This design comes from an exercise in tuning for small area, a short achievable clock period and few clock cycles per item on the open sky130 flow, not from production work. At most, simulation tests tie the RTL to the original design; equivalence was not proved. Power figures rest on the tool's default switching activity, not on a simulated workload.

trial 29:
==> module rtm_route_mem, before the edit <==
module rtm_route_mem
(
  input  wire logic        clk,
  input  wire logic        we,
  input  wire logic [31:0] wr_dest,
  input  wire logic [31:0] wr_mask,
  input  wire logic [31:0] wr_gw,
  input  wire logic [31:0] bad_x,
  input  wire logic [31:0] bad_z,
  input  wire logic [31:0] bad_o,
  output logic             hit,
  output logic [31:0]      gw
);
  logic [31:0] dest_r;
  logic [31:0] mask_r;
  logic [31:0] gw_r;
  logic [31:0] bad;
  always_ff @(posedge clk) begin
    if (we) begin
      dest_r <= wr_dest;
      mask_r <= wr_mask;
      gw_r   <= wr_gw;
    end
  end
  always_comb begin
    for (int b = 0; b < 32; b++) begin
      bad[b] = mask_r[b] ? (dest_r[b] ? bad_o[b] : bad_z[b]) : bad_x[b];
    end
  end
  assign hit = (bad == 32'd0);
  assign gw  = gw_r;
endmodule
==> module ipv4_route_table_match_core, before the edit <==
module ipv4_route_table_match_core
(
  input  wire logic        clk,
  input  wire logic        rst_n,
  input  wire logic        start,
  input  wire logic        in_action,
  input  wire logic [31:0] in_address,
  input  wire logic [31:0] in_mask,
  input  wire logic [31:0] in_next_hop,
  output logic             busy,
  output logic             out_valid,
  output logic [2:0]       out_status,
  output logic [31:0]      out_gateway,
  output logic [3:0]       out_slot
);
  localparam int N = rtm_pkg::ENTRIES;
  logic        add_mode;
  logic [31:0] bad_x;
  logic [31:0] bad_z;
  logic [31:0] bad_o;
  assign add_mode = !in_action;
  assign bad_x = {32{add_mode}} & in_mask;
  assign bad_z = in_address  | ({32{add_mode}} & ~in_mask);
  assign bad_o = ~in_address | ({32{add_mode}} & ~in_mask);
  logic [N-1:0]  valid_r;      
  logic [N-1:0]  free_oh_r;    
  logic [N-1:0]  wr_en;
  logic [3:0]    count_r;      
  logic [N-1:0]  hit;
  logic [31:0]   slot_gw [0:N-1];
  genvar gi;
  generate
    for (gi = 0; gi < N; gi++) begin : g_slot
      rtm_route_mem u_slot (
        .clk     (clk),
        .we      (wr_en[gi]),
        .wr_dest (in_address & in_mask),
        .wr_mask (in_mask),
        .wr_gw   (in_next_hop),
        .bad_x   (bad_x),
        .bad_z   (bad_z),
        .bad_o   (bad_o),
        .hit     (hit[gi]),
        .gw      (slot_gw[gi])
      );
    end
  endgenerate
  logic          v1_r;
  logic          act1_r;
  logic [N-1:0]  hit1_r;
  always_ff @(posedge clk) begin
    v1_r   <= start && rst_n;
    act1_r <= in_action;
    hit1_r <= hit;
  end
  logic [N-1:0]  vhit;
  logic          dup;
  logic          full;
  logic          added;
  assign vhit  = hit1_r & valid_r;
  assign dup   = |vhit;
  assign full  = valid_r[N-1];
  assign added = v1_r && !act1_r && !dup && !full;
  assign wr_en = {free_oh_r[N-2:0], 1'b0} | (free_oh_r & {N{!added}});
  always_ff @(posedge clk) begin
    if (!rst_n) begin
      valid_r   <= '0;
      free_oh_r <= {{(N-1){1'b0}}, 1'b1};
      count_r   <= '0;
    end else if (added) begin
      valid_r   <= {valid_r[N-2:0], 1'b1};
      free_oh_r <= {free_oh_r[N-2:0], 1'b0};
      count_r   <= count_r + 4'd1;
    end
  end
  logic [N-1:0]  sel;
  logic [31:0]   gw_m;
  logic [3:0]    idx_m;
  always_comb begin
    for (int i = 0; i < N; i++) begin
      sel[i] = vhit[i];
      for (int j = i + 1; j < N; j++) begin
        sel[i] = sel[i] & !vhit[j];
      end
    end
    gw_m  = '0;
    idx_m = '0;
    for (int i = 0; i < N; i++) begin
      gw_m  = gw_m  | ({32{sel[i]}} & slot_gw[i]);
      idx_m = idx_m | ({4{sel[i]}} & 4'(i));
    end
  end
  logic          out_valid_r;
  logic [2:0]    out_status_r;
  logic [31:0]   out_gw_r;
  logic [3:0]    out_slot_r;
  always_ff @(posedge clk) begin
    out_valid_r <= v1_r && rst_n;
    if (act1_r) begin
      out_status_r <= dup ? rtm_pkg::ST_MATCHED : rtm_pkg::ST_NO_ROUTE;
      out_gw_r     <= gw_m;
      out_slot_r   <= idx_m;
    end else begin
      out_status_r <= dup  ? rtm_pkg::ST_DUPLICATE :
                      full ? rtm_pkg::ST_FULL : rtm_pkg::ST_ADDED;
      out_gw_r     <= 32'd0;
      out_slot_r   <= added ? count_r : 4'd0;
    end
  end
  assign busy        = 1'b0;
  assign out_valid   = out_valid_r;
  assign out_status  = out_status_r;
  assign out_gateway = out_gw_r;
  assign out_slot    = out_slot_r;
endmodule
==> flow/config.mk <==
export PLATFORM = sky130hd
export DESIGN_NAME = ipv4_route_table
export DESIGN_NICKNAME = ipv4_route_table
export VERILOG_FILES = /design/flow/design.v
export SDC_FILE = /design/flow/constraint.sdc
export NUM_CORES = 4
export LEC_CHECK = 0
export CAP_MARGIN = 35
export CORE_MARGIN = 2
export CORE_UTILIZATION = 55
export CTS_CLUSTER_DIAMETER = 60
export CTS_CLUSTER_SIZE = 30
export SETUP_SLACK_MARGIN = 2.5
export SLEW_MARGIN = 35
==> flow/constraint.sdc <==
create_clock -name core_clock -period 5.0 [get_ports {clk}]
set_input_delay 1.0000 -clock core_clock [delete_from_list [all_inputs] [get_ports {clk}]]
set_output_delay 1.0000 -clock core_clock [all_outputs]
set_load 0.01 [all_outputs]
run.sh (not shown) runs the stock make flow with config.mk's settings and CLKGATE_MAP_FILE= SYNTH_SCRIPT=/design/flow/synth_recipe.tcl, a recipe that flattens the netlist after the stock synthesis.
The following lists how build 79 was set up differently from trial 29:
--- a/flow/design.v
+++ b/flow/design.v
@@ -11,33 +11,33 @@
 `default_nettype none
 module rtm_route_mem
 (
   input  wire logic        clk,
   input  wire logic        we,
-  input  wire logic [31:0] wr_dest,
+  input  wire logic [31:0] wr_ndest,    
   input  wire logic [31:0] wr_mask,
   input  wire logic [31:0] wr_gw,
   input  wire logic [31:0] bad_x,
   input  wire logic [31:0] bad_z,
   input  wire logic [31:0] bad_o,
   output logic             hit,
   output logic [31:0]      gw
 );
-  logic [31:0] dest_r;
+  logic [31:0] ndest_r;
   logic [31:0] mask_r;
   logic [31:0] gw_r;
   logic [31:0] bad;
   always_ff @(posedge clk) begin
     if (we) begin
-      dest_r <= wr_dest;
-      mask_r <= wr_mask;
-      gw_r   <= wr_gw;
+      ndest_r <= wr_ndest;
+      mask_r  <= wr_mask;
+      gw_r    <= wr_gw;
     end
   end
   always_comb begin
     for (int b = 0; b < 32; b++) begin
-      bad[b] = mask_r[b] ? (dest_r[b] ? bad_o[b] : bad_z[b]) : bad_x[b];
+      bad[b] = mask_r[b] ? (ndest_r[b] ? bad_z[b] : bad_o[b]) : bad_x[b];
     end
   end
   assign hit = (bad == 32'd0);
   assign gw  = gw_r;
 endmodule
@@ -58,17 +58,25 @@
   output logic [31:0]      out_gateway,
   output logic [3:0]       out_slot
 );
   localparam int N = rtm_pkg::ENTRIES;
   logic        add_mode;
-  logic [31:0] bad_x;
-  logic [31:0] bad_z;
-  logic [31:0] bad_o;
+  logic        v0_r;
+  logic        act0_r;
+  logic [31:0] bad_x_r;
+  logic [31:0] bad_z_r;
+  logic [31:0] bad_o_r;
+  logic [31:0] gw0_r;
   assign add_mode = !in_action;
-  assign bad_x = {32{add_mode}} & in_mask;
-  assign bad_z = in_address  | ({32{add_mode}} & ~in_mask);
-  assign bad_o = ~in_address | ({32{add_mode}} & ~in_mask);
+  always_ff @(posedge clk) begin
+    v0_r    <= start && rst_n;
+    act0_r  <= in_action;
+    bad_x_r <= {32{add_mode}} & in_mask;
+    bad_z_r <= in_address  | ({32{add_mode}} & ~in_mask);
+    bad_o_r <= ~in_address | ({32{add_mode}} & ~in_mask);
+    gw0_r   <= in_next_hop;
+  end
   logic [N-1:0]  valid_r;      
   logic [N-1:0]  free_oh_r;    
   logic [N-1:0]  wr_en;
   logic [3:0]    count_r;      
   logic [N-1:0]  hit;
@@ -77,27 +85,27 @@
   generate
     for (gi = 0; gi < N; gi++) begin : g_slot
       rtm_route_mem u_slot (
         .clk     (clk),
         .we      (wr_en[gi]),
-        .wr_dest (in_address & in_mask),
-        .wr_mask (in_mask),
-        .wr_gw   (in_next_hop),
-        .bad_x   (bad_x),
-        .bad_z   (bad_z),
-        .bad_o   (bad_o),
+        .wr_ndest(bad_o_r),        
+        .wr_mask (bad_x_r),        
+        .wr_gw   (gw0_r),
+        .bad_x   (bad_x_r),
+        .bad_z   (bad_z_r),
+        .bad_o   (bad_o_r),
         .hit     (hit[gi]),
         .gw      (slot_gw[gi])
       );
     end
   endgenerate
   logic          v1_r;
   logic          act1_r;
   logic [N-1:0]  hit1_r;
   always_ff @(posedge clk) begin
-    v1_r   <= start && rst_n;
-    act1_r <= in_action;
+    v1_r   <= v0_r && rst_n;
+    act1_r <= act0_r;
     hit1_r <= hit;
   end
   logic [N-1:0]  vhit;
   logic          dup;
   logic          full;
Findings:
Number of sinks handled by clock tree synthesis, trial 29 and build 79, lower one = trial 29.
Taking trial 29 as the reference, in build 79 die extent in x went up, final area went down, total power went up, flop-to-flop setup slack went up, number of ordinary inverters in the final layout went up.
Last element of the critical path = u_core.hit1_r[14]: build 79; last element of the critical path = u_core.g_slot[2].u_slot.mask_r[3]: trial 29
Going from trial 29 to build 79, largest fanout on the critical path shrinks by 9.
Between trial 29 and build 79, total of plain and repair buffers excluding clock buffers decreased.
Re count of sequential standard cells: trial 29 and build 79 aren't equal, and the lower value belongs to trial 29.
Testbench counts of build 79, summed over its fixed seeds: cycles 19,488, items 19,200.
Function not checked in trial 29: the RTL went through the layout flow alone.

-- re-timing with driven ports --
No port has a modelled driver above. Below, the same layouts with a new extraction and two added sets of constraints.
Step 1, drivers: a clkbuf_16 drives clk and a buf_2 each remaining input, both assumed.
Step 2 moves the port delays by t, midway between the first and last clock arrival at a register: inputs arrive t later, outputs are due t later. That takes back most of the time a late clock gives input paths.
Three values: ideal ports, drivers, drivers and shift; two values: the first two.
| run | t, ns | setup slack, ns | hold slack, ns | clock arrival spread, ns | worst data-port slew with drivers (ns) |
|---|---|---|---|---|---|
| trial 29 | 0.842 | 2.121 / 2.121 / 1.405 | 0.479 / 0.479 / 0.479 | 0.054 / 0.054 | 0.09 |
| build 79 | 0.870 | 2.330 / 2.330 / 2.330 | 0.360 / 0.360 / 0.360 | 0.042 / 0.042 | 0.11 |
After both steps setup and hold are still met in every run listed. For trial 29, which loses most, drivers alone change the setup slack by 0.000 ns; drivers and shift together by -0.716 ns.
